Background: an optimization exercise with open tools, aiming at small area. Do not read the settings as production practice.
At most, simulation tests tie the RTL to the original design; equivalence was not proved.
Only the layout flow was run in run 3; the RTL was not checked for function there.
Power is estimated from default activity; no workload was simulated.

**design.v**
```verilog
package jac_pkg;
    localparam int ADC_BITS_DEF = 10;
endpackage
module joystick_axes_to_cursor_motion_unit #(
    parameter int ADC_BITS = 10
) (
    input  logic        clk,
    input  logic        rst_n,
    input  logic        s_axis_tvalid,
    output logic        s_axis_tready,
    input  logic [47:0] s_axis_tdata,
    output logic        m_axis_tvalid,
    input  logic        m_axis_tready,
    output logic [39:0] m_axis_tdata,
    input  logic        cfg_we,
    input  logic [2:0]  cfg_addr,
    input  logic [9:0]  cfg_data
);
    localparam logic [4:0] PH_IDLE  = 5'd0;
    localparam logic [4:0] PH_START = 5'd1;
    localparam logic [4:0] PH_N1    = 5'd2;    
    localparam logic [4:0] PH_N2    = 5'd3;    
    localparam logic [4:0] PH_S1    = 5'd4;    
    localparam logic [4:0] PH_S2    = 5'd5;    
    localparam logic [4:0] PH_D1    = 5'd6;    
    localparam logic [4:0] PH_D2    = 5'd7;    
    localparam logic [4:0] PH_M100  = 5'd16;    
    localparam logic [4:0] PH_DIVS  = 5'd25;    
    localparam logic [4:0] PH_LDPCT = 5'd8;   
    localparam logic [4:0] PH_DIVD  = 5'd26;   
    localparam logic [4:0] PH_MULP  = 5'd17;   
    localparam logic [4:0] PH_MULMS = 5'd19;   
    localparam logic [4:0] PH_DIV100= 5'd24;   
    localparam logic [4:0] PH_SFIX  = 5'd10;   
    localparam logic [4:0] PH_EMIT  = 5'd18;   
    localparam logic [4:0] PH_FLAG  = 5'd11;
    localparam logic [4:0] PH_ACC   = 5'd12;
    logic [4:0]  ph, ph_n;
    logic [4:0]  cnt, cnt_n;
    logic [1:0]  axis, lane;
    logic [22:0] z, znext;
    logic        zhold;
    logic [9:0]  m;
    logic        neg, zero, seen;
    logic [6:0]  acnt, cval;
    logic [9:0]  org [4];
    logic [9:0]  amin, amax;
    logic [7:0]  mspd, sdiv;
    logic [29:0] outr;    
    logic        oval;
    logic [9:0]  r_i, o_i;
    logic [7:0]  d_eff;
    logic [12:0] f;
    logic [11:0] y;
    logic        sub, rev;
    logic [12:0] sum;
    logic [13:0] cy;
    logic [8:0]  vc;
    logic [5:0]  cb;
    logic [7:0]  ac;
    logic [6:0]  acnt_inc;
    logic [12:0] xa, yb;
    logic        ge;
    logic [6:0]  pctfix, sfix;
    logic        mb, ebit;
    logic [7:0]  v, vabs;
    logic        v_gt, v_lt, v_nz;
    logic [6:0]  cnew;
    logic        report;
    logic        last, last3;
    assign lane   = {axis[1], axis[1] ? axis[0] : !axis[0]};
    assign r_i    = s_axis_tdata[lane*10 +: 10];
    assign o_i    = org[lane];
    assign d_eff  = sdiv;
    assign f      = z[22:10];
    assign report = outr[29];
    assign last   = (cnt == 5'd0);
    always_comb
    begin
        ac[0] = 1'b1;
        for (int i = 0; i < 7; i++)
        begin
            acnt_inc[i] = acnt[i] ^ ac[i];
            ac[i+1]     = acnt[i] & ac[i];
        end
    end
    assign last3  = (ph == PH_EMIT) && (axis == 2'd3);
    always_comb
    begin
        if (ph[4])
        begin
            case (ph[1:0])
                2'd0:    y = {8'd100, 4'd0};
                2'd1:    y = {1'b0, m, 1'b0};
                2'd2:    y = {3'd0, d_eff, 1'b0};
                default: y = {mspd, 4'd0};
            endcase
            sub = ph[3] && !f[12];
            rev = 1'b0;
        end
        else
        begin
            y   = {1'b0, o_i, 1'b0};
            rev = neg && (ph == PH_S2 || ph == PH_D2);
            sub = !rev;
        end
        xa     = rev ? ~f : f;
        yb     = sub ? ~{1'b0, y} : {1'b0, y};
        cy[0]  = sub | rev;
        for (int i = 0; i < 13; i++)
        begin
            sum[i]  = xa[i] ^ yb[i] ^ cy[i];
            cy[i+1] = (xa[i] & yb[i]) | (cy[i] & (xa[i] ^ yb[i]));
        end
        ge  = !sum[12];
    end
    always_comb
    begin
        pctfix = zero ? 7'd0 : ((z[7] || z[6:0] >= 7'd100) ? 7'd100 : z[6:0]);
        sfix   = !report ? 7'd0 : ((z[14:7] != 8'd0) ? 7'd127 : z[6:0]);
        ebit   = z[0] ^ (neg & seen);
        mb     = (ph == PH_EMIT) ? ebit : z[0];
        v      = z[10:3];
        v_gt   = !v[7] && (v[6:0] > 7'd5);
        v_lt   = v[7] && (v[6:0] < 7'd123);
        v_nz   = v != 8'd0;
        vc[0]  = v[7];
        for (int i = 0; i < 8; i++)
        begin
            vabs[i]  = (v[i] ^ v[7]) ^ vc[i];
            vc[i+1]  = (v[i] ^ v[7]) & vc[i];
        end
        cnew   = (vabs >= 8'd99) ? 7'd99 : vabs[6:0];
    end
    always_comb
    begin
        if (ph[4] && ph[3])
        begin
            if (ph == PH_DIVD && last)
                znext = {12'd0, z[9:0], ge};
            else
                znext = {sum[11:0], z[9:0], ge};
        end
        else
        begin
            case (ph)
                PH_N1, PH_D1: znext = {2'b0, r_i, 11'd0};
                PH_S1:        znext = {2'b0, neg ? amin : amax, 11'd0};
                PH_D2:        znext = {sum, 10'd0};
                PH_LDPCT:     znext = {12'd0, pctfix, 4'd0};
                PH_SFIX:      znext = {16'd0, sfix};
                default:      znext = (mb && !last3) ? {1'b0, sum, z[9:1]}
                                                     : {1'b0, last3 & ebit, f[11:0], z[9:1]};
            endcase
        end
    end
    assign zhold = (ph == PH_IDLE) || (ph == PH_START) || (ph == PH_FLAG) || (ph == PH_ACC);
    always_comb
    begin
        ph_n  = ph;
        cb[0] = 1'b1;
        for (int i = 0; i < 5; i++)
        begin
            cnt_n[i] = cnt[i] ^ cb[i];
            cb[i+1]  = !cnt[i] & cb[i];
        end
        case (ph)
            PH_IDLE:   if (s_axis_tvalid && !oval) ph_n = PH_START;
            PH_START:  ph_n = (acnt == 7'd100) ? PH_N1 : PH_SFIX;
            PH_N1:     ph_n = PH_N2;
            PH_N2:     ph_n = PH_S1;
            PH_S1:     ph_n = PH_S2;
            PH_S2:     ph_n = PH_D1;
            PH_D1:     ph_n = PH_D2;
            PH_D2:     begin ph_n = PH_M100; cnt_n = 5'd20; end
            PH_M100:   if (last) begin ph_n = PH_DIVS; cnt_n = 5'd7; end
            PH_DIVS:   if (last) ph_n = PH_LDPCT;
            PH_LDPCT:  begin ph_n = PH_DIVD; cnt_n = 5'd7; end
            PH_DIVD:   if (last) begin ph_n = PH_MULP; cnt_n = 5'd10; end
            PH_MULP:   if (last) begin ph_n = PH_MULMS; cnt_n = 5'd13; end
            PH_MULMS:  if (last) begin ph_n = PH_DIV100; cnt_n = 5'd14; end
            PH_DIV100: if (last) ph_n = PH_SFIX;
            PH_SFIX:   begin ph_n = PH_EMIT; cnt_n = 5'd7; end
            PH_EMIT:   if (last) ph_n = PH_FLAG;
            PH_FLAG:   ph_n = (axis == 2'd3) ? PH_ACC : (report ? PH_N1 : PH_SFIX);
            PH_ACC:    ph_n = PH_IDLE;
            default:   ph_n = PH_IDLE;
        endcase
    end
    assign s_axis_tready = (ph == PH_ACC);
    always_ff @(posedge clk or negedge rst_n)
    begin
        if (!rst_n)
        begin
            ph   <= PH_IDLE;
            oval <= 1'b0;
            acnt <= 7'd0;
            cval <= 7'd0;
            for (int i = 0; i < 4; i++)
                org[i] <= 10'd512;
            amin <= 10'd0;
            amax <= 10'd1023;
            mspd <= 8'd2;
            sdiv <= 8'd20;
        end
        else
        begin
            ph <= ph_n;
            if (ph == PH_ACC)
            begin
                oval <= 1'b1;
                acnt <= report ? cval : acnt_inc;
            end
            else if (m_axis_tready)
                oval <= 1'b0;
            if (ph == PH_FLAG && v_nz && !axis[1])
                cval <= cnew;
            if (cfg_we)
            begin
                case (cfg_addr)
                    3'd0: org[0] <= cfg_data;
                    3'd1: org[1] <= cfg_data;
                    3'd2: org[2] <= cfg_data;
                    3'd3: org[3] <= cfg_data;
                    3'd4: amin   <= cfg_data;
                    3'd5: amax   <= cfg_data;
                    3'd6: mspd   <= cfg_data[7:0];
                    3'd7: sdiv   <= {cfg_data[7:1], cfg_data[0] | (cfg_data[7:1] == 7'd0)};
                    default: ;
                endcase
            end
        end
    end
    always_ff @(posedge clk)
    begin
        cnt <= cnt_n;
        z[22]    <= znext[22];
        z[13:0]  <= znext[13:0];
        if (!zhold)
            z[21:14] <= znext[21:14];
        seen <= (ph != PH_SFIX) && (seen || z[0]);
        case (ph)
            PH_START:
            begin
                outr[29] <= acnt == 7'd100;
                outr[28] <= !s_axis_tdata[40];
                axis     <= 2'd0;
            end
            PH_N2:     neg <= !ge;
            PH_S2:
            begin
                m    <= sum[10:1];
                zero <= !ge || (sum[10:1] == 10'd0);
            end
            PH_LDPCT:  m <= {3'd0, pctfix};
            PH_FLAG:
            begin
                axis <= {axis[1] ^ axis[0], !axis[0]};
                if (axis == 2'd0)
                begin
                    outr[26] <= v_gt;
                    outr[27] <= v_lt;
                end
                if (axis == 2'd1)
                begin
                    outr[24] <= v_gt;
                    outr[25] <= v_lt;
                end
            end
            default: ;
        endcase
        if (ph == PH_EMIT)
        begin
            if (axis != 2'd3)
                outr[23:0] <= {ebit, outr[23:1]};
        end
    end
    assign m_axis_tvalid = oval;
    assign m_axis_tdata  = {2'b00, outr[29:28], outr[27:24], z[21:14], outr[23:16], outr[7:0], outr[15:8]};
endmodule
```
**flow/run.sh**
```bash
#!/bin/bash
set -euo pipefail
bash standard.sh \
  "BUFFER_PORTS_ARGS=-buffer_cell sky130_fd_sc_hd__buf_1" \
  "CTS_ARGS=-sink_clustering_enable -repair_clock_nets -dont_use_dummy_load -buf_list sky130_fd_sc_hd__clkbuf_8 -sink_clustering_size 30 -sink_clustering_max_diameter 100" \
  finish > run_standard.log 2>&1
```
**standard.sh**
```bash
#!/bin/bash
# synth_recipe.tcl (not shown) runs the flow's synth.tcl, then flattens the netlist and writes it again
# the make line also repeats each setting of config.mk as NAME=value (left out here)
make -C /OpenROAD-flow-scripts/flow DESIGN_CONFIG=/design/flow/config.mk WORK_HOME=/design/flow/orfs CLKGATE_MAP_FILE= SYNTH_SCRIPT=/design/flow/synth_recipe.tcl "${@:-finish}"
```
**config.mk**
```make
export PLATFORM = sky130hd
export DESIGN_NAME = joystick_axes_to_cursor_motion_unit
export DESIGN_NICKNAME = joystick_axes_to_cursor_motion_unit
export VERILOG_FILES = /design/flow/design.v
export SDC_FILE = /design/flow/constraint.sdc
export NUM_CORES = 4
export LEC_CHECK = 0
export CAP_MARGIN = 20
export CORE_MARGIN = 2
export CORE_UTILIZATION = 65
export SLEW_MARGIN = 20
```
**constraint.sdc**
```tcl
create_clock -name core_clock -period 8.0 [get_ports {clk}]
set_input_delay 1.6000 -clock core_clock [delete_from_list [all_inputs] [get_ports {clk}]]
set_output_delay 1.6000 -clock core_clock [all_outputs]
set_load 0.01 [all_outputs]
```
==> metrics.md, run 1 <==
| Metric | Value |
|---|---|
| Outcome | timing/DRC/antenna clean |
| Hold_ws | 454.1 ps |
| Routed via count | 6,648 |
| Slew Viols, Final | 0 |
| Net Switching | 1903 uW |
| Post-Syn Area | 0.009199 mm2 |
| Post-synthesis sequential area ratio | about 49% |
| Area of the multi-input gates | 0.004277 mm2 |
| Root buffer cell | clkbuf_8 |
| DRT antenna net count | 0 |
| Chip Height | between 100 and 150 um |
| Max-slew headroom | 33.14% |
| R2r startpoint | axis[1] |
| PnR Total Power | 4409 uW |
| Synth cell types | 65 |
| Drt via density | 6.307 |
| GRT Util Overall | 29.63% |
| Synth warnings | 2 |
| Synth top area cells | dfrtp_1, edfxtp_1, mux2_2 |
| Nets | 978 |
| # hold bufs at CTS | 0 |
| Mean Syn Cell Area | 11.34 um2 |
| Initial antenna violation count | 0 |
| Max FO, Critical Path | 15 |
| Sequential power share | 34.5% |
| Sequential cell area | 0.004476 mm2 |
| Comb power frac | 55.2% |
| Post-layout util | 71.18% |
| Post-synth top area cell | dfrtp_1 |
| Clk latency of the worst-skew pair | around 450 ps |
| Share of layout cells above drive strength 1 | 16.70% |
| Total clock buffers created by CTS | 17 |
| Port bufs | 98 |
| Ys async rst share | a little under three fifths |
| Slew @ Worst Pin | 997.5 ps |
| Pleak | 0.003861 uW |
| WS Path Type | register to register |
| Worst Setup SP | axis[1] |
| Worst setup EP type | register |
| VDD IR-drop max | just under 0.3 mV |
| I/O pin cnt | approximately 110 |
| Antenna Cells | 0 |
| Clock network power share | 10.2% |
| Skew final | 24.82 ps |
| First-pass DRT Iterations | 7 |
| First-pass GRT wire length | 33.72 mm |
| Area grow syn2layout | 6.991% |
| Post-CTS setup buffers | 0 |
| Final Wtd Congestion | 0.9398 |
| Maxcap violations | 0 |
| Critical Path Sink | z[21] |
| DR WL/cell | 20.57 um |
| Fillcell total | approximately 1,000 |
| Post-synth top flop | dfrtp_1 |
| Switching Fraction | 43.17% |
| Final period util | 88.74% |
| Internal power | 2506 uW |
| DRC | 0 |
| Grt ovf | 0 |
| Largest net degree at the start of global routing | 83 |
| WL final | 21.68 mm |
| Crit path required time | 8190 ps |
| FF+latch count, synth | between 150 and 200 |
| HPWL after DPL | 15.76 mm |
| Final min period | 7099 ps |
| Non-Filler Instances | 1,054 |
| Final hold violation count | 0 |
| Bufs on Longest Clock Path | 2 |
| Die X | 123.0 um |
| WP data arrival | roughly 7300 ps |
| Final setup violation count | 0 |
| # rows | between 40 and 50 |
| PwrDens | 448.0 mW/mm2 |
| TritonCTS clock tree | built |
| R2r setup slk | ~900 ps |
| EDFF count, synth | between 50 and 60 |
| H-tree levels | 4 |
| Initial core utilization | 66.53% |
| Setup repair after global routing missed its margin | false |
| HP Class | register to register |
| Startpoint types | register |
| Clock Sink Count | 169 |
| Reg2Reg Depth | 24 |
| FF-to-FF End | z[21] |
| Worst-path clk slew | approximately 90 ps |
| Die Footprint | 0.01512 mm2 |
| Core ar. | 0.01383 mm2 |
| Initial DRC count | 805 |
| Fmax | 140.9 MHz |
| Post-CTS Resized | 0 |
| Setup tns final | 0 ps |
| Number of global-route vias before repair | 6,518 |
| Yosys top cell area share | 21.49% |
| Post-Syn Instances | around 810 |
| Cells after DPL | 1,037 |
==> cells by family after synthesis <==
group                      synth area share [%]
and+or+nand+nor                           9.508
muxes                                     15.48
xor gates and xnor gates                  3.142
adders and majority gates                 5.876
AOI/OAI and AO/OA                         12.23
other                                   0.04077
DFF                                       48.65
buffers and inverters                     5.073
==> worst max-delay path, cell delays in order, from the launching register on <==
cell and delay [ps]:
edfxtp_1 840, inv_1 220, ha_1 400, a222oi_1 390
mux2i_1 120, o21ai_0 210, xnor2_1 120, fa_1 430
fa_1 400, fa_1 400, fa_1 400, fa_1 400
fa_1 400, fa_1 370, inv_1 70, fa_1 160
inv_1 60, fa_1 380, inv_1 90, fa_1 210
fa_1 250, xnor2_1 200, inv_1 90, a21oi_1 130
o31ai_1 90
==> layer usage <==
layer	vias to the layer above	routed length [um]	global-route usage (%)
li1	3054	-	-
met1	3286	8827	39.29
met2	271	11030	50.14
met3	37	1467	5.028
met4	0	351	9.052
met5	-	0	0
==> cell usage after synthesis (3+ instances only) <==
cell / count
dfrtp_1: 79
mux2_2: 78
nand2_1: 61
edfxtp_1: 59
o21ai_0: 50
clkbuf_1: 48
nor2_1: 41
inv_1: 40
mux2i_1: 32
a21oi_1: 31
ha_1: 24
xnor2_1: 20
a222oi_1: 18
dfstp_2: 17
dfxtp_1: 14
xor2_1: 13
fa_1: 12
nand3_1: 12
nor3_1: 12
buf_4: 11
mux4_2: 10
o211ai_1: 10
nand2b_1: 9
a22oi_1: 8
a221oi_1: 6
and2_1: 6
a211oi_1: 5
a21o_1: 5
a22o_1: 5
nor2b_1: 5
nor4_1: 5
o22ai_1: 5
a31oi_1: 4
buf_1: 4
nand4_1: 4
nand4b_1: 4
nor3b_1: 4
buf_6: 3
o31ai_1: 3
or4_1: 3
==> final cells by class <==
type,instances,share of cell area (%)
Clock buffer,17,2.377
Multi-Input combinational cell,536,43.45
Sequential cell,169,45.47
Timing Repair Buffer,112,4.882
Tap cell,180,2.288
Inverter,40,1.526
==> state kept, by name, summed over array words and instances, names as in the netlist, 2 cells and up <==
name	count
acnt	7
amax	10
amin	10
axis	2
cnt	5
cval	7
m	10
mspd	8
org	40
outr	30
ph	5
sdiv	8
z	23
==> power by group through the flow <==
stage | Combinational [uW] | Sequential [uW] | Clock [uW]
floorplan | 1880 | 1420 | 0
global placement | 2310 | 1510 | 0
detailed placement | 2400 | 1530 | 0
CTS | 2400 | 1520 | 459
global route | 2670 | 1550 | 492
finish | 2440 | 1520 | 452
==> layout by cell type (no fill, tap or decap), types with 13 or more instances in the layout <==
master	netlist	routed
buf_4	11	13
mux2_2	78	78
nand2_1	61	61
buf_1	4	97
xor2_1	13	13
a222oi_1	18	18
clkbuf_8	0	17
xnor2_1	20	20
edfxtp_1	59	59
dfrtp_1	79	79
mux2i_1	32	32
nor2_1	41	41
dfstp_2	17	17
dfxtp_1	14	14
a21oi_1	31	31
o21ai_0	50	50
ha_1	24	24
inv_1	40	40
==> worst min path at each step <==
stage / startpoint / endpoint / slack (ps) / cells past startpoint
3_5_place_dp: outr[17] / outr[16] / 430 / 0
2_1_floorplan: seen / seen / 450 / 1
4_1_cts: outr[13] / outr[12] / 450 / 0
5_1_grt: outr[2] / outr[1] / 470 / 0
6_report: outr[12] / outr[11] / 450 / 0
3_3_place_gp: outr[10] / outr[9] / 430 / 0
==> per-stage QoR <==
stage | cell area (um2) | setup WS (ps)
6_report | 9842 | 901.1
5_1_grt | 9842 | 519.3
4_1_cts | 9838 | 955.9
3_5_place_dp | 9604 | 956.7
3_3_place_gp | 9604 | 1100
2_1_floorplan | 9203 | 1554
==> run 2: changes to the inputs <==
==> flow/run.sh (replaced) <==
#!/bin/bash
set -euo pipefail
bash standard.sh \
  "BUFFER_PORTS_ARGS=-buffer_cell sky130_fd_sc_hd__buf_1" \
  "CTS_ARGS=-sink_clustering_enable -repair_clock_nets -dont_use_dummy_load -buf_list sky130_fd_sc_hd__clkbuf_8 -sink_clustering_size 50 -sink_clustering_max_diameter 200" \
  finish > run_standard.log 2>&1
==> metrics.md, run 2 <==
| Metric | Value |
|---|---|
| Largest regs | org x40, outr x30, z x23 |
| Grt met1 use | 39.29% |
| Grt met2 use | about half |
| Post-synth top flop | dfrtp_1 |
| Post-CTS setup buffers | 0 |
| H-tree levels | 4 |
| Synth warnings | 2 |
| Number of global-route vias before repair | 6,518 |
| WS Path Type | register to register |
| DR WL/cell | ~21 um |
| VDD IR-drop max | 0.2947 mV |
| Die X | 123.0 um |
| CP bufs+invs | 5 |
| DRC | 0 |
| DRT antenna net count | 0 |
| Max-slew headroom | roughly 33% |
| Yosys top cell area share | 21.49% |
| Mean Syn Cell Area | ~11 um2 |
| Post-synth top area cell | dfrtp_1 |
| First-pass DRT Iterations | 7 |
| Most common cell after layout, fill and taps aside | buf_1 |
| Busiest grt layer | met2 |
| Non-Filler Instances | between 1,000 and 1,500 |
| Met3 usage | 5.028% |
| PwrDens | 448.0 mW/mm2 |
| Worst stage delay on the critical path | 840 ps |
| Setup repair after global routing missed its margin | false |
| Fmax | about 140 MHz |
| Core ar. | 0.01383 mm2 |
| Initial core utilization | between 60% and 70% |
| Clock Sink Count | between 150 and 200 |
| Drt via density | 6.307 |
| Skew final | between 20 and 25 ps |
| Post-Syn Instances | between 800 and 900 |
| Worst setup EP type | register |
| Antenna Cells | 0 |
| Simple-gate area share of the yosys netlist | 9.508% |
| Initial DRC count | 805 |
| Ys async rst share | a little under three fifths |
| EDFF count, synth | just under 60 |
| Adder-Cell Fraction of Synth Area | 5.876% |
| Slew @ Worst Pin | 997.5 ps |
| Final hold violation count | 0 |
| R2r setup slk | 900 ps |
| Initial antenna violation count | 0 |
| Max reg flops | 40 |
| Bufs on Longest Clock Path | 2 |
| # hold bufs at CTS | 0 |
| Grt ovf | 0 |
| Hold EP | outr[11] |
| Reg2Reg Depth | 24 |
| Setup tns final | 0 ps |
| HPWL after DPL | 15.76 mm |
| Post-synthesis sequential area ratio | approximately half |
| Post-Synth XOR/XNOR Area | 3.142% |
| Chip Height | 123.0 um |
| CP cell instances | inv_1, ha_1, a222oi_1, mux2i_1, o21ai_0, xnor2_1, fa_1, fa_1, fa_1, fa_1, fa_1, fa_1, fa_1, inv_1, fa_1, inv_1, fa_1, inv_1, fa_1, fa_1, xnor2_1, inv_1, a21oi_1, o31ai_1 |
| Slowest-stage cell, CP | edfxtp_1 |
| WHS Path Cells | 0 |
| FF-to-FF End | z[21] |
| HP Class | register to register |
| Max FO, Critical Path | 15 |
| Synth top cells by count | dfrtp_1, mux2_2, nand2_1 |
| R2r startpoint | axis[1] |
| Clk latency of the worst-skew pair | 450 ps |
| Most frequent cells in the layout | buf_1, dfrtp_1, mux2_2, nand2_1, edfxtp_1 |
| Synth Area in Compound Gates | 12.23% |
| Outcome | timing/DRC/antenna clean |
| Synth top area cells | dfrtp_1, edfxtp_1, mux2_2 |
| WP data arrival | around 7300 ps |
| Slew Viols, Final | 0 |
| Worst path top cell family by delay | adder cells |
| Largest net degree at the start of global routing | 83 |
| Final period util | 88.74% |
| Cells after DPL | slightly above 1,000 |
| Nets | 978 |
| WL final | ~22 mm |
| HP Start | outr[12] |
| Crit-path most repeated cell | fa_1 |
| Total clock buffers created by CTS | 17 |
| Largest family of logic cells by synthesized area | multiplexers |
| Die Footprint | 0.01512 mm2 |
| GRT Util Overall | ~30% |
| Crit path required time | 8190 ps |
| I/O pin cnt | ~110 |
| Post-synthesis mux area share | 15.48% |
| Startpoint types | register |
| Post-CTS Resized | 0 |
| Maxcap violations | 0 |
| Root buffer cell | clkbuf_8 |
| Final setup violation count | 0 |
| TritonCTS clock tree | built |
| Final min period | 7099 ps |
| Final Wtd Congestion | 0.9398 |
| Port bufs | around 100 |
| FF+latch count, synth | roughly 170 |
| # rows | 43 |
| Top-count cell post-synth | dfrtp_1 |
| First-pass GRT wire length | ~34 mm |
| Share of layout cells above drive strength 1 | 16.70% |
| Post-Syn Area | between 0.009 and 0.01 mm2 |
| Synth cell types | 65 |
| Routed via count | 6,648 |
| Largest register by flop count | org |
| Area grow syn2layout | 6.991% |
| Pleak | 0.003861 uW |
| Worst-path clk slew | 90 ps |
-- run 2: cells by family (layout without fill, tap and decap cells) --
family,Yosys count,count (layout)
other cells,1,2
flops,169,169
mux,120,120
xor+xnor,33,33
fa+ha+maj,36,36
compound gates,166,166
simple gates,179,179
buf+inv,107,169
-- run 2: cell type report --
| class | instances | area [um2] |
|---|---|---|
| repair buffers | 112 | 480.5 |
| multi-input cells | 536 | 4277 |
| clock buffers | 17 | 234.0 |
| well taps | 180 | 225.2 |
| inverters | 40 | 150.1 |
| flip-flops and latches | 169 | 4476 |
| fillers | 1017 | 3985 |
-- run 2: how the worst max path moves through the flow --
stage,cells after the start,start,to
2_1_floorplan,24,axis[1],zero
3_3_place_gp,22,axis[1],zero
3_5_place_dp,22,axis[1],zero
4_1_cts,22,axis[1],zero
5_1_grt,22,axis[1],zero
6_report,24,axis[1],z[21]
-- run 2: worst reg2reg max path: cells and delay by family, from the launching register on --
| family | cells | cell delay [ps] |
|---|---|---|
| compound gates | 4 | 830 |
| xor+xnor | 2 | 320 |
| fa+ha+maj | 12 | 4200 |
| buf+inv | 5 | 530 |
| flops | 1 | 840 |
| mux | 1 | 120 |
-- run 2: power breakdown --
group / switching (uW) / internal [uW] / total, uW / leakage (uW)
clock: 264 / 188 / 452 / 0.000122
sequential: 231 / 1290 / 1520 / 0.00183
combinational: 1410 / 1030 / 2440 / 0.00191
-- run 2: metrics by stage --
step	util, %	setup slack (ps)	hold WS [ps]	instance area [um2]	total power, uW
finish	71.18	901.1	454.1	9842	4409
global route	71.18	519.3	466.5	9842	4707
CTS	71.15	955.9	452.4	9838	4374
detailed placement	69.46	956.7	431.5	9604	3931
global placement	69.46	1100	431.5	9604	3826
floorplan	-	1554	448.2	9203	3296
-- run 2: metal layers --
layer  up-vias  part of all wire [%]
met5         -                     0
met4         0                   1.6
met3        37                   6.8
met2       271                    51
met1      3286                    41
li1       3054                     -
==> run 3: changes to the inputs <==
--- a/design.v
+++ b/design.v
@@ -37,2 +37,3 @@
     localparam logic [4:0] PH_ACC   = 5'd12;
+    localparam logic [4:0] PH_VALID = 5'd14;   
     logic [4:0]  ph, ph_n;
@@ -49,3 +50,2 @@
     logic [29:0] outr;    
-    logic        oval;
     logic [9:0]  r_i, o_i;
@@ -156,3 +156,3 @@
     end
-    assign zhold = (ph == PH_IDLE) || (ph == PH_START) || (ph == PH_FLAG) || (ph == PH_ACC);
+    assign zhold = (ph == PH_IDLE) || (ph == PH_START) || (ph == PH_FLAG) || (ph == PH_ACC) || (ph == PH_VALID);
     always_comb
@@ -167,3 +167,3 @@
         case (ph)
-            PH_IDLE:   if (s_axis_tvalid && !oval) ph_n = PH_START;
+            PH_IDLE:   if (s_axis_tvalid) ph_n = PH_START;
             PH_START:  ph_n = (acnt == 7'd100) ? PH_N1 : PH_SFIX;
@@ -185,3 +185,4 @@
             PH_FLAG:   ph_n = (axis == 2'd3) ? PH_ACC : (report ? PH_N1 : PH_SFIX);
-            PH_ACC:    ph_n = PH_IDLE;
+            PH_ACC:    ph_n = PH_VALID;
+            PH_VALID:  if (m_axis_tready) ph_n = PH_IDLE;
             default:   ph_n = PH_IDLE;
@@ -195,3 +196,2 @@
             ph   <= PH_IDLE;
-            oval <= 1'b0;
             acnt <= 7'd0;
@@ -209,8 +209,3 @@
             if (ph == PH_ACC)
-            begin
-                oval <= 1'b1;
                 acnt <= report ? cval : acnt_inc;
-            end
-            else if (m_axis_tready)
-                oval <= 1'b0;
             if (ph == PH_FLAG && v_nz && !axis[1])
@@ -245,3 +240,2 @@
                 outr[29] <= acnt == 7'd100;
-                outr[28] <= !s_axis_tdata[40];
                 axis     <= 2'd0;
@@ -255,2 +249,3 @@
             PH_LDPCT:  m <= {3'd0, pctfix};
+            PH_ACC:    m[9] <= !s_axis_tdata[40];
             PH_FLAG:
@@ -277,4 +272,4 @@
     end
-    assign m_axis_tvalid = oval;
-    assign m_axis_tdata  = {2'b00, outr[29:28], outr[27:24], z[21:14], outr[23:16], outr[7:0], outr[15:8]};
+    assign m_axis_tvalid = (ph == PH_VALID);
+    assign m_axis_tdata  = {2'b00, outr[29], m[9], outr[27:24], z[21:14], outr[23:16], outr[7:0], outr[15:8]};
 endmodule
==> flow/run.sh (replaced) <==
#!/bin/bash
set -euo pipefail
bash standard.sh \
  "BUFFER_PORTS_ARGS=-buffer_cell sky130_fd_sc_hd__buf_1" \
  "CTS_ARGS=-sink_clustering_enable -repair_clock_nets -dont_use_dummy_load -buf_list sky130_fd_sc_hd__clkbuf_8" \
  finish > run_standard.log 2>&1
==> metrics.md, run 3 <==
| Metric | Value |
|---|---|
| Total clock buffers created by CTS | 17 |
| DRC | 0 |
| CP cell instances | and2b_1, nand4_1, buf_4, a21oi_1, buf_4, inv_1, fa_1, fa_1, fa_1, fa_1, fa_1, fa_1, fa_1, fa_1, inv_1, fa_1, inv_1, fa_1, inv_1, fa_1, fa_1, xor2_1, nand2_1, a31o_2 |
| Skew final | roughly 25 ps |
| Port bufs | just under 100 |
| # hold bufs at CTS | 0 |
| Maxcap violations | 0 |
| # rows | 43 |
| First-pass GRT wire length | about 35 mm |
| PnR Total Power | 4540 uW |
| HPWL after DPL | 16.45 mm |
| Most frequent cells in the layout | buf_1, dfrtp_1, mux2_2, edfxtp_1, a21oi_1 |
| H-tree levels | 4 |
| Share of layout cells above drive strength 1 | 17.33% |
| Initial antenna violation count | 0 |
| Post-Syn Area | 0.009294 mm2 |
| Pleak | 0.003859 uW |
| Slew Viols, Final | 0 |
| Worst path top cell family by delay | adder cells |
| First-pass DRT Iterations | 5 |
| Post-CTS setup buffers | 0 |
| Clock Sink Count | 167 |
| Synth warnings | 2 |
| Post-Syn Instances | just over 800 |
| Final Wtd Congestion | 0.9573 |
| Crit-path most repeated cell | fa_1 |
| Post-Synth XOR/XNOR Area | 3.110% |
| Largest family of logic cells by synthesized area | compound AO/OA/AOI/OAI gates |
| Adder-Cell Fraction of Synth Area | 5.816% |
| Number of global-route vias before repair | 6,503 |
| Area of the multi-input gates | 0.004383 mm2 |
| Mean Syn Cell Area | 11.38 um2 |
| CP bufs+invs | 6 |
| Post-synthesis sequential area ratio | 47.56% |
| Area grow syn2layout | 6.610% |
| Post-synth top flop | dfrtp_1 |
| Synth Area in Compound Gates | 14.20% |
| EDFF count, synth | 58 |
| HP Class | register to register |
| Initial DRC count | between 600 and 700 |
| Grt met2 use | 49.86% |
| Setup repair after global routing missed its margin | false |
| Crit path required time | 8190 ps |
| Largest regs | org x40, outr x29, z x23 |
| Fmax | 147.0 MHz |
| WL final | 22.20 mm |
| Initial core utilization | 66.70% |
| Top-count cell post-synth | dfrtp_1 |
| Drt via density | around 6.4 |
| Slowest-stage cell, CP | fa_1 |
| Chip Height | about 120 um |
| Worst-path clk slew | 90 ps |
| Clk latency of the worst-skew pair | 450 ps |
| Met3 usage | 5.495% |
| Post-synthesis mux area share | roughly 14% |
| Post-CTS Resized | 0 |
| PwrDens | 458.2 mW/mm2 |
| Outcome | timing/DRC/antenna clean |
| I/O pin cnt | 108 |
| DR WL/cell | 20.88 um |
| Post-synth top area cell | dfrtp_1 |
| Sequential cell area | 0.004420 mm2 |
| Final setup violation count | 0 |
| Die Footprint | approximately 0.015 mm2 |
| FF+latch count, synth | ~170 |
| Hold_ws | 442.7 ps |
| Slew @ Worst Pin | 1116 ps |
| Max-slew headroom | 25.05% |
| Largest register by flop count | org |
| Final min period | just under 7000 ps |
| Final period util | between 80% and 90% |
| Nets | 987 |
| Max reg flops | 40 |
| Post-layout util | 71.11% |
| Ys async rst share | 56.89% |
| Max FO, Critical Path | 14 |
| Synth cell types | 74 |
| Largest net degree at the start of global routing | 81 |
| Antenna Cells | 0 |
| Synth top area cells | dfrtp_1, edfxtp_1, mux2_2 |
| Fillcell total | around 1,000 |
| WS Path Type | register to register |
| Setup tns final | 0 ps |
| GRT Util Overall | 30.12% |
| Core ar. | roughly 0.014 mm2 |
| Worst setup EP type | register |
| Grt ovf | 0 |
| Most common cell after layout, fill and taps aside | buf_1 |
| Root buffer cell | clkbuf_8 |
| Startpoint types | register |
| TritonCTS clock tree | built |
| Final hold violation count | 0 |
| WP data arrival | ~7000 ps |
| Yosys top cell area share | between 20% and 30% |
| VDD IR-drop max | between 0.2 and 0.3 mV |
| Worst stage delay on the critical path | 450 ps |
| Simple-gate area share of the yosys netlist | around a tenth |
| Die X | 123.6 um |
| Synth top cells by count | dfrtp_1, mux2_2, edfxtp_1 |
| DRT antenna net count | 0 |
| Grt met1 use | 40.55% |
| Bufs on Longest Clock Path | 2 |
| Busiest grt layer | met2 |
| Routed via count | 6,814 |
[run 3: cell count changes after synthesis, sizes merged, moves of 14 or more]
cell    change
a221oi     +20
clkbuf     -24
nand2      -14
a21oi      +20
a222oi     -18
buf        +23
[run 3: layer usage]
metal,share of wire (%),vias to the layer above
met2,50,255
met3,5.8,44
met4,2.3,0
met5,0,-
met1,41,3408
li1,-,3107
[run 3: worst paths after layout]
check,start,endpoint,slack [ps],depth (start not counted)
setup / recovery,ph[3],z[21],1200,24
hold / removal,outr[15],outr[14],440,0
setup reg to reg,ph[3],z[21],1200,24
hold reg to reg,outr[15],outr[14],440,0
max in group asynchronous,rst_n,amin[7],5990,2
min in group asynchronous,rst_n,acnt[0],1030,1
[run 3: area by class of cell]
class,count,share of cell area (%)
sequential,167,44.61
clock buffer,17,2.361
tap,180,2.273
timing repair buffer,114,5.001
multi-input combinational,545,44.24
inverter,40,1.515
[run 3: cells by family after synthesis]
kind of cell | count (synthesis)
simple gates | 171
compound gates | 193
xor+xnor | 33
buf+inv | 106
other cells | 1
flops | 167
mux | 110
fa+ha+maj | 36
[run 3: power breakdown]
group / switching (uW) / internal, uW
combinational: 1540 / 1060
sequential: 217 / 1280
clock: 257 / 188
total: 2010 / 2530
[run 3: worst register-to-register path, delay by kind of cell (launching register included)]
family          cells  cell delay, ps
fa+ha+maj          12            4130
compound gates      2             390
buf+inv             6             800
flops               1             370
simple gates        3             590
xor+xnor            1             290
[run 3: stage by stage]
step	setup slack [ps]	cells	cell area [um2]
final	1197	1063	9908
after global routing	859.5	1063	9908
after CTS	1254	1063	9902
after detailed placement	1321	1046	9668
after global placement	1352	1046	9668
after floorplan	1658	818	9298
==> run 4: changes to the inputs <==
--- a/design.v
+++ b/design.v
@@ -38,2 +38,7 @@
     localparam logic [4:0] PH_VALID = 5'd14;   
+    localparam logic [4:0] LF20 = 5'd7;    
+    localparam logic [4:0] LF7 = 5'd29;    
+    localparam logic [4:0] LF10 = 5'd27;    
+    localparam logic [4:0] LF13 = 5'd3;    
+    localparam logic [4:0] LF14 = 5'd17;    
     logic [4:0]  ph, ph_n;
@@ -58,3 +63,2 @@
     logic [8:0]  vc;
-    logic [5:0]  cb;
     logic [7:0]  ac;
@@ -76,3 +80,3 @@
     assign report = outr[29];
-    assign last   = (cnt == 5'd0);
+    assign last   = (cnt == 5'd1);
     always_comb
@@ -160,8 +164,3 @@
         ph_n  = ph;
-        cb[0] = 1'b1;
-        for (int i = 0; i < 5; i++)
-        begin
-            cnt_n[i] = cnt[i] ^ cb[i];
-            cb[i+1]  = !cnt[i] & cb[i];
-        end
+        cnt_n = {cnt[3:0], cnt[4] ^ cnt[2]};
         case (ph)
@@ -174,11 +173,11 @@
             PH_D1:     ph_n = PH_D2;
-            PH_D2:     begin ph_n = PH_M100; cnt_n = 5'd20; end
-            PH_M100:   if (last) begin ph_n = PH_DIVS; cnt_n = 5'd7; end
+            PH_D2:     begin ph_n = PH_M100; cnt_n = LF20; end
+            PH_M100:   if (last) begin ph_n = PH_DIVS; cnt_n = LF7; end
             PH_DIVS:   if (last) ph_n = PH_LDPCT;
-            PH_LDPCT:  begin ph_n = PH_DIVD; cnt_n = 5'd7; end
-            PH_DIVD:   if (last) begin ph_n = PH_MULP; cnt_n = 5'd10; end
-            PH_MULP:   if (last) begin ph_n = PH_MULMS; cnt_n = 5'd13; end
-            PH_MULMS:  if (last) begin ph_n = PH_DIV100; cnt_n = 5'd14; end
+            PH_LDPCT:  begin ph_n = PH_DIVD; cnt_n = LF7; end
+            PH_DIVD:   if (last) begin ph_n = PH_MULP; cnt_n = LF10; end
+            PH_MULP:   if (last) begin ph_n = PH_MULMS; cnt_n = LF13; end
+            PH_MULMS:  if (last) begin ph_n = PH_DIV100; cnt_n = LF14; end
             PH_DIV100: if (last) ph_n = PH_SFIX;
-            PH_SFIX:   begin ph_n = PH_EMIT; cnt_n = 5'd7; end
+            PH_SFIX:   begin ph_n = PH_EMIT; cnt_n = LF7; end
             PH_EMIT:   if (last) ph_n = PH_FLAG;
--- a/config.mk
+++ b/config.mk
@@ -9,3 +9,3 @@
 export CORE_MARGIN = 2
-export CORE_UTILIZATION = 65
+export CORE_UTILIZATION = 75
 export SLEW_MARGIN = 20
==> metrics.md, run 4 <==
| Metric | Value |
|---|---|
| Total clock buffers created by CTS | 17 |
| WS Path Type | register to register |
| WP data arrival | roughly 7300 ps |
| VDD IR-drop max | 0.3452 mV |
| R2r setup slk | 950 ps |
| Setup repair after global routing missed its margin | false |
| DRC | 0 |
| Pleak | 0.003860 uW |
| PnR Total Power | 4614 uW |
| Yosys top cell area share | 21.35% |
| Initial antenna violation count | 0 |
| Initial DRC count | 908 |
| Grt met1 use | approximately 45% |
| PwrDens | ~470 mW/mm2 |
| Busiest grt layer | met2 |
| Max reg flops | 40 |
| # rows | 40 |
| Post-layout util | 81.71% |
| Cells after DPL | ~1,000 |
| Outcome | timing/DRC/antenna clean |
| Bufs on Longest Clock Path | 2 |
| HP Class | register to register |
| GRT Util Overall | 35.01% |
| Nets | 973 |
| Comb power frac | 57.0% |
| Synth cell types | 73 |
| Synth warnings | 2 |
| H-tree levels | 4 |
| Top-count cell post-synth | dfrtp_1 |
| Slew @ Worst Pin | about 930 ps |
| Post-CTS Resized | 0 |
| Root buffer cell | clkbuf_8 |
| Hold_ws | between 400 and 500 ps |
| Ys async rst share | 56.89% |
| WHS Path Cells | 0 |
| Startpoint types | register |
| Synth top cells by count | dfrtp_1, mux2_2, nand2_1 |
| Max-slew headroom | 36.86% |
| First-pass DRT Iterations | 9 |
| Die X | about 110 um |
| Die Footprint | 0.01309 mm2 |
| First-pass GRT wire length | ~35 mm |
| # hold bufs at CTS | 0 |
| DRT antenna net count | 0 |
| Area grow syn2layout | 6.897% |
| Skew final | 26.34 ps |
| Final Wtd Congestion | around 1 |
| Hold EP | outr[13] |
| Drt via density | 6.759 |
| Internal power | approximately 2600 uW |
| Reg2Reg Depth | 25 |
| Final period util | 88.14% |
| Sequential power share | roughly a third |
| FF-to-FF End | z[21] |
| Fillcell total | 735 |
| Most frequent cells in the layout | buf_1, dfrtp_1, mux2_2, nand2_1, edfxtp_1 |
| Switching Fraction | 44.44% |
| Worst setup EP type | register |
| Port bufs | 98 |
| Final hold violation count | 0 |
| FF+latch count, synth | 167 |
| Core ar. | between 0.01 and 0.015 mm2 |
| Most common cell after layout, fill and taps aside | buf_1 |
| Non-Filler Instances | ~1,000 |
| Grt ovf | 0 |
| Mean Syn Cell Area | 11.34 um2 |
| Clock network power share | 9.8% |
| Antenna Cells | 0 |
| R2r startpoint | ph[2] |
| Post-Syn Area | roughly 0.0091 mm2 |
| I/O pin cnt | 108 |
| Final setup violation count | 0 |
| Worst-path clk slew | 90 ps |
| Clock Sink Count | 167 |
| Share of layout cells above drive strength 1 | between 10% and 20% |
| Largest net degree at the start of global routing | 85 |
| Chip Height | 114.4 um |
| Number of global-route vias before repair | about 6,700 |
| Met3 usage | about 7.3% |
| Synth top area cells | dfrtp_1, edfxtp_1, mux2_2 |
| HPWL after DPL | roughly 16 mm |
| EDFF count, synth | 58 |
| Crit path required time | ~8200 ps |
| DR WL/cell | 21.73 um |
| Post-Syn Instances | 806 |
| Setup tns final | 0 ps |
| Grt met2 use | 57.83% |
| Maxcap violations | 0 |
| Post-synthesis sequential area ratio | 48.35% |
| TritonCTS clock tree | built |
| Largest regs | org x40, outr x29, z x23 |
| WL final | 22.14 mm |
| Final min period | 7051 ps |
| Largest register by flop count | org |
| Post-synth top area cell | dfrtp_1 |
| HP Start | outr[14] |
| Max FO, Critical Path | 23 |
| Net Switching | between 2000 and 2500 uW |
| Initial core utilization | 76.43% |
| Clk latency of the worst-skew pair | 470 ps |
| Post-CTS setup buffers | 0 |
| Fmax | 141.8 MHz |
| Routed via count | slightly below 7,000 |
| Post-synth top flop | dfrtp_1 |
| Slew Viols, Final | 0 |
-- run 4: final cells by class --
cell class	instances	area [um2]	area share, %
Tap cell	147	183.9	1.882
Inverter	34	127.6	1.306
Timing Repair Buffer	114	495.5	5.070
Sequential cell	167	4420	45.23
Clock buffer	17	234.0	2.394
Multi-Input combinational cell	540	4312	44.12
-- run 4: power groups by stage --
stage	Combinational, uW	Clock, uW	Sequential, uW
after floorplan	1980	0	1420
after global placement	2510	0	1520
after detailed placement	2560	0	1540
after CTS	2590	451	1530
after global routing	2850	475	1560
final	2630	450	1530
-- run 4: cells by family after synthesis --
logic type,synth area share (%)
compound gates,12.92
xor+xnor,3.066
fa+ha+maj,5.502
buf+inv,4.817
flops,48.35
mux,14.73
other cells,0.04102
simple gates,10.58
-- run 4: how the worst max path moves through the flow --
stage	slack, ps	end	startpoint
after global placement	1100	z[21]	ph[2]
after floorplan	1500	z[21]	axis[1]
after global routing	640	z[21]	ph[2]
after CTS	1000	z[21]	ph[2]
final	950	z[21]	ph[2]
after detailed placement	1020	z[21]	ph[2]
-- run 4: worst max-delay path, stage by stage (launching register included) --
cell      delay (ps)
dfrtp_1          320
buf_4            240
clkinv_1         320
nor4_4           280
buf_4            280
o22ai_1          110
buf_4            220
fa_1             460
fa_1             400
fa_1             390
fa_1             390
fa_1             390
fa_1             390
fa_1             390
fa_1             370
inv_1             80
fa_1             160
inv_1             50
fa_1             360
inv_1             80
fa_1             190
fa_1             250
xnor2_1          180
inv_1             90
a22o_1           210
a31o_2           240
-- run 4: per-layer routing --
metal	up-vias	share of wire, %
li1	3095	-
met1	3337	38
met2	378	50
met3	77	7.5
met4	0	3.9
met5	-	0
-- run 4: per-stage QoR --
step / instance area, um2 / setup slack [ps]
5_1_grt: 9773 / 636.8
3_3_place_gp: 9513 / 1104
3_5_place_dp: 9518 / 1018
6_report: 9773 / 948.7
2_1_floorplan: 9146 / 1500
4_1_cts: 9752 / 1002
==> run 5: changes to the inputs <==
--- a/config.mk
+++ b/config.mk
@@ -9,3 +9,3 @@
 export CORE_MARGIN = 2
-export CORE_UTILIZATION = 75
+export CORE_UTILIZATION = 55
 export SLEW_MARGIN = 20
==> metrics.md, run 5 <==
| Metric | Value |
|---|---|
| VDD IR-drop max | 0.2402 mV |
| R2r setup slk | 1040 ps |
| Post-synthesis sequential area ratio | between 40 and 50% |
| TritonCTS clock tree | built |
| DRC | 0 |
| Fmax | 143.7 MHz |
| Yosys top cell area share | around a fifth |
| Final Wtd Congestion | between 0.9 and 1 |
| CP cell instances | inv_1, ha_1, a222oi_1, mux2i_1, o21ai_0, xnor2_1, fa_1, fa_1, fa_1, fa_1, fa_1, fa_1, fa_1, inv_1, fa_1, inv_1, fa_1, inv_1, fa_1, fa_1, xnor2_1, inv_1, a22o_1, a31o_2 |
| Initial core utilization | 55.72% |
| Die X | between 100 and 150 um |
| Ys async rst share | 56.89% |
| HPWL after DPL | between 15 and 20 mm |
| Worst Setup SP | axis[0] |
| Pleak | 0.003863 uW |
| Max-slew headroom | 27.86% |
| I/O pin cnt | 108 |
| Max FO, Critical Path | 10 |
| Core ar. | 0.01641 mm2 |
| Clock Sink Count | 167 |
| Initial antenna violation count | 1 |
| Post-synth top area cell | dfrtp_1 |
| Antenna Cells | 0 |
| Post-Syn Instances | 806 |
| First-pass DRT Iterations | 8 |
| FF-to-FF End | z[21] |
| Slew Viols, Final | 0 |
| Critical Path Sink | z[21] |
| PwrDens | 471.2 mW/mm2 |
| Share of layout cells above drive strength 1 | 16.72% |
| Worst-path clk slew | 90 ps |
| Outcome | timing/DRC/antenna clean |
| Reg2Reg Depth | 24 |
| FF+latch count, synth | about 170 |
| Bufs on Longest Clock Path | 2 |
| Post-Syn Area | 0.009143 mm2 |
| Routed via count | 6,695 |
| Largest regs | org x40, outr x29, z x23 |
| Initial DRC count | 517 |
| Setup tns final | 0 ps |
| Mean Syn Cell Area | between 10 and 15 um2 |
| Total clock buffers created by CTS | 17 |
| Pre-CTS WS | between 1000 and 1500 ps |
| Synth top area cells | dfrtp_1, edfxtp_1, mux2_2 |
| First-pass GRT wire length | 37.23 mm |
| Non-Filler Instances | 1,093 |
| Synth warnings | 2 |
| H-tree levels | 4 |
| EDFF count, synth | 58 |
| WL final | 23.41 mm |
| Most frequent cells in the layout | buf_1, dfrtp_1, mux2_2, nand2_1, edfxtp_1 |
| Worst stage delay on the critical path | 480 ps |
| Worst path top cell family by delay | adder cells |
| Final setup violation count | 0 |
| Critical path depth | 24 |
| Area grow syn2layout | 7.924% |
| Maxcap violations | 0 |
| Final period util | 86.98% |
| Top-count cell post-synth | dfrtp_1 |
| Cells after DPL | around 1,100 |
| Final min period | 6959 ps |
| Synth top cells by count | dfrtp_1, mux2_2, nand2_1 |
| Placed cell area | 0.009619 mm2 |
| Largest register by flop count | org |
| DRT antenna net count | 0 |
| Skew final | between 20 and 30 ps |
| R2r startpoint | axis[0] |
| Max reg flops | 40 |
| Clk latency of the worst-skew pair | between 400 and 500 ps |
| Post-CTS Resized | 0 |
| Die Footprint | 0.01767 mm2 |
| # hold bufs at CTS | 0 |
| Largest net degree at the start of global routing | 84 |
| Port bufs | 98 |
| Number of global-route vias before repair | 6,726 |
| Grt ovf | 0 |
| WS Path Type | register to register |
| Fillcell total | 1,398 |
| Most common cell after layout, fill and taps aside | buf_1 |
| Crit-path most repeated cell | fa_1 |
| GRT Util Overall | 27.57% |
| Root buffer cell | clkbuf_8 |
| Drt via density | 6.125 |
| Chip Height | 132.9 um |
| Post-synth top flop | dfrtp_1 |
| WHS Path Cells | 0 |
| WP data arrival | 7160 ps |
| Slew @ Worst Pin | around 1100 ps |
| Worst setup EP type | register |
| Final hold violation count | 0 |
| # rows | between 40 and 50 |
| Post-CTS setup buffers | 0 |
| Startpoint types | register |
| Final instance area | 0.009867 mm2 |
| Nets | 974 |
| Slowest-stage cell, CP | edfxtp_1 |
| Final WS setup | 1041 ps |
| HP Class | register to register |
| Crit path required time | 8200 ps |
| Synth cell types | 73 |
| DR WL/cell | roughly 21 um |
| CP bufs+invs | 5 |
| Setup repair after global routing missed its margin | false |
run 5: how the worst min path moves through the flow:
stage | from | slack, ps | to
2_1_floorplan | cnt[1] | 420 | cnt[2]
3_3_place_gp | outr[12] | 430 | outr[11]
3_5_place_dp | outr[7] | 430 | outr[6]
4_1_cts | outr[3] | 440 | outr[2]
5_1_grt | outr[3] | 460 | outr[2]
6_report | outr[3] | 430 | outr[2]
run 5: where the power goes:
group	internal [uW]	switching (uW)	leakage [uW]
clock	188	265	0.000122
combinational	1090	1600	0.00194
sequential	1290	214	0.00180
run 5: area by class of cell:
class | instances | area [um2] | share of cell area (%)
tap | 220 | 275.3 | 2.790
clock buffer | 17 | 234.0 | 2.371
timing repair buffer | 115 | 503.0 | 5.098
sequential | 167 | 4420 | 44.80
multi-input combinational | 540 | 4307 | 43.65
inverter | 34 | 127.6 | 1.293
run 5: cell families after synthesis:
| kind of cell | after synthesis | synth area share [%] |
|---|---|---|
| adder cells (fa/ha/maj) | 33 | 5.502 |
| buffers and inverters | 100 | 4.817 |
| AO/OA/AOI/OAI | 170 | 12.92 |
| multiplexers | 113 | 14.73 |
| other | 1 | 0.04102 |
| flip-flops | 167 | 48.35 |
| AND/OR/NAND/NOR | 190 | 10.58 |
| XOR/XNOR | 32 | 3.066 |
run 5: metrics by stage:
| step | total power (uW) | hold slack, ps | utilization, % |
|---|---|---|---|
| 3_5_place_dp | 4165 | 433.2 | 58.63 |
| 6_report | 4649 | 429.3 | 60.14 |
| 2_1_floorplan | 3400 | 423.2 | - |
| 4_1_cts | 4636 | 436.6 | 60.05 |
| 3_3_place_gp | 4118 | 433.7 | 58.63 |
| 5_1_grt | 4963 | 459.3 | 60.14 |
run 5: worst register-to-register path, cell delays in order, from the launching register on:
cell and delay (ps):
edfxtp_1 480, inv_1 130, ha_1 380, a222oi_1 360, mux2i_1 160, o21ai_0 390
xnor2_1 160, fa_1 420, fa_1 400, fa_1 410, fa_1 390, fa_1 390
fa_1 390, fa_1 370, inv_1 80, fa_1 160, inv_1 50, fa_1 350
inv_1 80, fa_1 190, fa_1 250, xnor2_1 190, inv_1 90, a22o_1 210
a31o_2 240
run 5: per-layer routing:
layer  track usage (%)  wire length [um]  share of wire, %
met3             5.556              1173               5.0
met2             44.65             11530                49
met4             12.54               835               3.6
met1             36.01              9867                42
met5                 0                 0                 0
==> run 6: changes to the inputs <==
--- a/config.mk
+++ b/config.mk
@@ -9,3 +9,3 @@
 export CORE_MARGIN = 2
-export CORE_UTILIZATION = 55
+export CORE_UTILIZATION = 65
 export SLEW_MARGIN = 20
==> metrics.md, run 6 <==
| Metric | Value |
|---|---|
| Outcome | timing/DRC/antenna clean |
| Total clock buffers created by CTS | 17 |
| Synth top cells by count | dfrtp_1, mux2_2, nand2_1 |
| Final hold violation count | 0 |
| Worst setup EP type | register |
| Startpoint types | register |
| Drt via density | 6.392 |
| Pleak | 0.003856 uW |
| Comb power frac | 57.4% |
| Die X | ~120 um |
| Worst-path clk slew | 80 ps |
| Internal power | 2569 uW |
| Die Footprint | 0.01503 mm2 |
| Area grow syn2layout | 7.199% |
| HPWL after DPL | about 16 mm |
| Hold_ws | about 450 ps |
| Initial core utilization | 66.12% |
| Final WS setup | 928.3 ps |
| Final Wtd Congestion | 0.9228 |
| TritonCTS clock tree | built |
| Core ar. | 0.01383 mm2 |
| FF+latch count, synth | 167 |
| Grt met1 use | 38.60% |
| Port bufs | 98 |
| Net Switching | 2051 uW |
| Sequential power share | 32.9% |
| Final min period | between 7000 and 8000 ps |
| Max FO, Critical Path | 23 |
| WL final | 21.82 mm |
| Initial antenna violation count | 0 |
| GRT Util Overall | 30.38% |
| Clock Sink Count | 167 |
| Synth warnings | 2 |
| Mean Syn Cell Area | 11.34 um2 |
| Largest net degree at the start of global routing | 84 |
| Setup tns final | 0 ps |
| Top-count cell post-synth | dfrtp_1 |
| Post-CTS setup buffers | 0 |
| Grt ovf | 0 |
| Largest register by flop count | org |
| EDFF count, synth | 58 |
| Post-synth top area cell | dfrtp_1 |
| Most common cell after layout, fill and taps aside | buf_1 |
| Post-synth top flop | dfrtp_1 |
| Bufs on Longest Clock Path | 2 |
| Met3 usage | 5.112% |
| Yosys top cell area share | 21.35% |
| Number of global-route vias before repair | 6,514 |
| # hold bufs at CTS | 0 |
| Fmax | roughly 140 MHz |
| Skew final | 27.93 ps |
| Chip Height | 122.6 um |
| DRT antenna net count | 0 |
| WS Path Type | register to register |
| HP Class | register to register |
| Nets | 973 |
| I/O pin cnt | ~110 |
| Crit path required time | 8190 ps |
| Share of layout cells above drive strength 1 | 16.63% |
| Clock network power share | roughly a tenth |
| Slew Viols, Final | 0 |
| Clk latency of the worst-skew pair | between 400 and 500 ps |
| Max-slew headroom | 19.51% |
| Post-Syn Area | 0.009143 mm2 |
| Maxcap violations | 0 |
| VDD IR-drop max | ~0.33 mV |
| First-pass GRT wire length | between 30 and 40 mm |
| Ys async rst share | 56.89% |
| Largest regs | org x40, outr x29, z x23 |
| Setup repair after global routing missed its margin | false |
| Synth cell types | 73 |
| DR WL/cell | 20.74 um |
| Post-synthesis sequential area ratio | 48.35% |
| WP data arrival | 7270 ps |
| # rows | 43 |
| Slew @ Worst Pin | 1198 ps |
| Synth top area cells | dfrtp_1, edfxtp_1, mux2_2 |
| DRC | 0 |
| Final period util | 88.40% |
| Root buffer cell | clkbuf_8 |
| Busiest grt layer | met2 |
| Max reg flops | 40 |
| Switching Fraction | 44.39% |
| Post-Syn Instances | 806 |
| Grt met2 use | 51.32% |
| First-pass DRT Iterations | 9 |
| H-tree levels | 4 |
| Pre-CTS WS | 1010 ps |
| Most frequent cells in the layout | buf_1, dfrtp_1, mux2_2, nand2_1, edfxtp_1 |
| Final setup violation count | 0 |
| Routed via count | between 6,000 and 7,000 |
| Initial DRC count | 847 |
| Antenna Cells | 0 |
| Post-CTS Resized | 0 |
| PwrDens | approximately 470 mW/mm2 |
## run 6: logic make-up after synthesis
| family | Yosys count | share of synthesized area, % |
|---|---|---|
| buffers and inverters | 100 | 4.817 |
| DFF | 167 | 48.35 |
| adders and majority gates | 33 | 5.502 |
| muxes | 113 | 14.73 |
| and+or+nand+nor | 190 | 10.58 |
| AOI/OAI and AO/OA | 170 | 12.92 |
| other | 1 | 0.04102 |
| xor gates and xnor gates | 32 | 3.066 |
## run 6: worst paths after layout
check | from | endpoint | slack (ps) | depth (start not counted)
setup reg to reg | ph[2] | z[21] | 930 | 25
min in group asynchronous | rst_n | acnt[5] | 1010 | 1
hold / removal | outr[23] | outr[22] | 450 | 0
setup / recovery | ph[2] | z[21] | 930 | 25
max in group asynchronous | rst_n | org[0][8] | 6030 | 2
hold reg to reg | outr[23] | outr[22] | 450 | 0
## run 6: layout make-up
class                   instances  area (um2)
flip-flops and latches        167        4420
multi-input cells             540        4298
fillers                      1016        4026
repair buffers                114       495.5
clock buffers                  17       234.0
well taps                     180       225.2
inverters                      34       127.6
## run 6: routing by layer
| metal | vias to the layer above | wire [um] |
|---|---|---|
| met5 | - | 0 |
| met4 | 0 | 786 |
| met3 | 60 | 1357 |
| met2 | 305 | 11120 |
| met1 | 3280 | 8560 |
| li1 | 3079 | - |
## run 6: metrics by stage
step / total power (uW) / cell area, um2 / util, % / std cells
6_report: 4621 / 9801 / 70.88 / 1052
5_1_grt: 4923 / 9801 / 70.88 / 1052
4_1_cts: 4586 / 9792 / 70.82 / 1052
3_5_place_dp: 4118 / 9558 / 69.13 / 1035
3_3_place_gp: 4053 / 9553 / 69.09 / 1035
2_1_floorplan: 3400 / 9146 / - / 807
## run 6: critical path: stages (launching register included)
cell and delay, ps:
dfrtp_1 330, buf_4 240, clkinv_1 310, nor4_2 290, buf_4 270, o22ai_1 110
buf_4 220, fa_1 450, fa_1 390, fa_1 390, fa_1 390, fa_1 390
fa_1 390, fa_1 400, fa_1 380, inv_1 80, fa_1 160, inv_1 50
fa_1 350, inv_1 70, fa_1 190, fa_1 240, xnor2_1 180, inv_1 100
a22o_1 210, a31o_2 230
## run 6: power groups by stage
stage | sequential [uW] | clock, uW | combinational (uW)
finish | 1520 | 446 | 2650
floorplan | 1420 | 0 | 1980
CTS | 1510 | 457 | 2620
global placement | 1510 | 0 | 2540
detailed placement | 1530 | 0 | 2590
global route | 1550 | 484 | 2890
==> run 7: changes to the inputs <==
--- a/design.v
+++ b/design.v
@@ -97,3 +97,3 @@
                 2'd0:    y = {8'd100, 4'd0};
-                2'd1:    y = {1'b0, m, 1'b0};
+                2'd1:    y = {1'b0, m, ph[3]};    
                 2'd2:    y = {3'd0, d_eff, 1'b0};
@@ -112,3 +112,6 @@
         yb     = sub ? ~{1'b0, y} : {1'b0, y};
-        cy[0]  = sub | rev;
+        if (ph == PH_DIVS)
+            cy[0] = !sub;
+        else
+            cy[0] = (sub | rev) && (ph != PH_S2);
         for (int i = 0; i < 13; i++)
@@ -244,4 +247,4 @@
             begin
-                m    <= sum[10:1];
-                zero <= !ge || (sum[10:1] == 10'd0);
+                m    <= sum[10:1];       
+                zero <= !ge;                 
             end
==> metrics.md, run 7 <==
| Metric | Value |
|---|---|
| Nets | 974 |
| Initial antenna violation count | 0 |
| Final period util | 87.11% |
| Drt via density | 6.314 |
| Die X | 122.2 um |
| Post-CTS Resized | 0 |
| Post-CTS setup buffers | 0 |
| Slew @ Worst Pin | 968.0 ps |
| Worst stage delay on the critical path | 420 ps |
| First-pass DRT Iterations | 7 |
| Bufs on Longest Clock Path | 2 |
| Startpoint types | register |
| Final Wtd Congestion | 0.9421 |
| Slew Viols, Final | 0 |
| Pre-CTS WS | 1158 ps |
| Die Footprint | ~0.015 mm2 |
| Post-synth top flop | dfrtp_1 |
| Skew final | 31.48 ps |
| Final setup violation count | 0 |
| Maxcap violations | 0 |
| Max-slew headroom | 35.47% |
| Share of layout cells above drive strength 1 | between 15 and 20% |
| Outcome | timing/DRC/antenna clean |
| Worst path top cell family by delay | adder cells |
| Setup tns final | 0 ps |
| Setup repair after global routing missed its margin | false |
| Area grow syn2layout | 7.397% |
| Post-Syn Instances | 805 |
| Yosys top cell area share | 21.49% |
| Synth top cells by count | dfrtp_1, mux2_2, edfxtp_1 |
| DRT antenna net count | 0 |
| Clock Sink Count | between 150 and 200 |
| Number of global-route vias before repair | 6,580 |
| Crit path required time | between 8000 and 9000 ps |
| Largest net degree at the start of global routing | 80 |
| Largest regs | org x40, outr x29, z x23 |
| Root buffer cell | clkbuf_8 |
| DRC | 0 |
| Top-count cell post-synth | dfrtp_1 |
| Post-synthesis sequential area ratio | 48.66% |
| H-tree levels | 4 |
| EDFF count, synth | 58 |
| DR WL/cell | 20.60 um |
| WL final | 21.71 mm |
| First-pass GRT wire length | between 30 and 40 mm |
| Mean Syn Cell Area | 11.28 um2 |
| HP Class | register to register |
| # hold bufs at CTS | 0 |
| I/O pin cnt | ~110 |
| Slowest-stage cell, CP | nor3b_1 |
| Largest register by flop count | org |
| Synth top area cells | dfrtp_1, edfxtp_1, mux2_2 |
| Initial DRC count | 659 |
| Post-layout util | 70.83% |
| Synth cell types | 65 |
| Chip Height | roughly 120 um |
| CP cell instances | buf_4, nor3b_1, and3_1, buf_4, o22a_1, buf_4, xnor2_1, fa_1, fa_1, fa_1, fa_1, fa_1, fa_1, fa_1, fa_1, fa_1, inv_1, fa_1, fa_1, fa_1, xor2_1, o211ai_1, o221ai_1 |
| Port bufs | 98 |
| FF+latch count, synth | 167 |
| Fmax | 143.5 MHz |
| Core ar. | 0.01377 mm2 |
| Final min period | 6969 ps |
| VDD IR-drop max | 0.2297 mV |
| Worst-path clk slew | 80 ps |
| Synth warnings | 2 |
| Max reg flops | 40 |
| Total clock buffers created by CTS | 17 |
| Most common cell after layout, fill and taps aside | buf_1 |
| Clk latency of the worst-skew pair | 460 ps |
| GRT Util Overall | 30.65% |
| Max FO, Critical Path | 21 |
| TritonCTS clock tree | built |
| # rows | between 40 and 50 |
| Final hold violation count | 0 |
| Routed via count | 6,655 |
| CP bufs+invs | 4 |
| Final WS setup | 1031 ps |
| Grt ovf | 0 |
| Crit-path most repeated cell | fa_1 |
| Initial core utilization | 65.95% |
| HPWL after DPL | 15.73 mm |
| Pleak | between 0.003 and 0.004 uW |
| Most frequent cells in the layout | buf_1, dfrtp_1, mux2_2, edfxtp_1, a21oi_1 |
| PwrDens | 448.2 mW/mm2 |
| Worst setup EP type | register |
| WP data arrival | between 7000 and 8000 ps |
| Ys async rst share | 56.89% |
| Post-Syn Area | 0.009084 mm2 |
| Antenna Cells | 0 |
| Post-synth top area cell | dfrtp_1 |
| WS Path Type | register to register |
[run 7: cell types whose count changed after synthesis, moves of 9 or more]
| cell | previous run | this run |
|---|---|---|
| o31ai_1 | 10 | 1 |
| nor3b_1 | 13 | 4 |
| a222oi_1 | 18 | 0 |
| nand2_1 | 59 | 46 |
| a221oi_1 | 4 | 19 |
| a21oi_1 | 26 | 57 |
| o21ai_0 | 50 | 35 |
[run 7: layer usage]
metal	vias up	share of wire (%)	track usage [%]	routed length, um
met5	-	0	0	0
met4	0	2.7	11.42	595
met3	45	7.1	6.506	1539
met2	293	49	48.61	10590
met1	3258	41	41.92	8986
li1	3059	-	-	-
[run 7: final cells by class]
class | count | area, um2
timing repair buffer | 119 | 529.3
clock buffer | 17 | 234.0
fill | 1048 | 4018
sequential | 167 | 4420
multi-input combinational | 543 | 4242
inverter | 28 | 105.1
tap | 180 | 225.2
[run 7: kinds of logic after synthesis]
kind of cell	synth area share, %
flip-flops	48.66
AO/OA/AOI/OAI	13.32
other	0.04128
buffers and inverters	4.738
adder cells (fa/ha/maj)	5.510
multiplexers	14.44
AND/OR/NAND/NOR	9.917
XOR/XNOR	3.375
[run 7: path summary, 6_finish.rpt]
check | start | end | slack [ps] | cells after the start
setup reg to reg | ph[4] | z[21] | 1030 | 23
hold reg to reg | outr[21] | outr[20] | 450 | 0
setup / recovery | ph[4] | z[21] | 1030 | 23
max in group asynchronous | rst_n | amin[1] | 5730 | 2
min in group asynchronous | rst_n | acnt[2] | 1030 | 1
hold / removal | outr[21] | outr[20] | 450 | 0
[run 7: worst reg2reg max path, cell delays in order, from the launching register on]
cell	delay, ps
dfrtp_1	360
buf_4	200
nor3b_1	420
and3_1	220
buf_4	240
o22a_1	170
buf_4	220
xnor2_1	130
fa_1	420
fa_1	400
fa_1	400
fa_1	390
fa_1	400
fa_1	400
fa_1	400
fa_1	400
fa_1	370
inv_1	80
fa_1	190
fa_1	190
fa_1	240
xor2_1	140
o211ai_1	200
o221ai_1	130
[run 7: per-stage QoR]
step	instances	cell area, um2	hold WS (ps)	power (uW)
after floorplan	806	9087	411.7	3245
after global placement	1037	9522	426.4	3818
after detailed placement	1037	9522	432.5	3880
after CTS	1054	9756	441.1	4337
after global routing	1054	9756	451.4	4681
final	1054	9756	445.7	4372
[run 7: report_power, final]
part | internal (uW) | switching [uW] | leakage, uW
clock | 188 | 259 | 0.000122
combinational | 1010 | 1390 | 0.00192
sequential | 1290 | 232 | 0.00180

==> static timing again, ports no longer ideal <==
The flow's constraints put no driver on any port. The routed layouts listed below were extracted and timed again, unchanged, in two steps.
Step 1 (the two cells are an assumption about what drives the block):
set clk [get_ports {clk}]
set_driving_cell -lib_cell sky130_fd_sc_hd__clkbuf_16 $clk
set_driving_cell -lib_cell sky130_fd_sc_hd__buf_2 [delete_from_list [all_inputs] $clk]
Step 2, shift: input delay + t, output delay - t, t = (earliest + latest rising clock arrival at the registers) / 2. This alone moves slack from input paths to output paths.
a / b / c = no drivers / after step 1 / after step 2; a / b = the first two.
| run | t, ns | setup WS [ns] | worst setup path after step 2 | cell pins on the clock port's net |
|---|---|---|---|---|
| run 1 | 0.484 | 0.901 / 0.901 / 0.901 | register to register | 1 |
| run 2 | 0.484 | 0.901 / 0.901 / 0.901 | register to register | 1 |
| run 3 | 0.481 | 1.197 / 1.197 / 1.197 | register to register | 1 |
| run 4 | 0.495 | 0.949 / 0.949 / 0.949 | register to register | 1 |
| run 5 | 0.487 | 1.041 / 1.041 / 1.041 | register to register | 1 |
| run 6 | 0.490 | 0.928 / 0.928 / 0.928 | register to register | 1 |
| run 7 | 0.485 | 1.031 / 1.031 / 1.031 | register to register | 1 |
After both steps setup and hold are still met in every run listed.
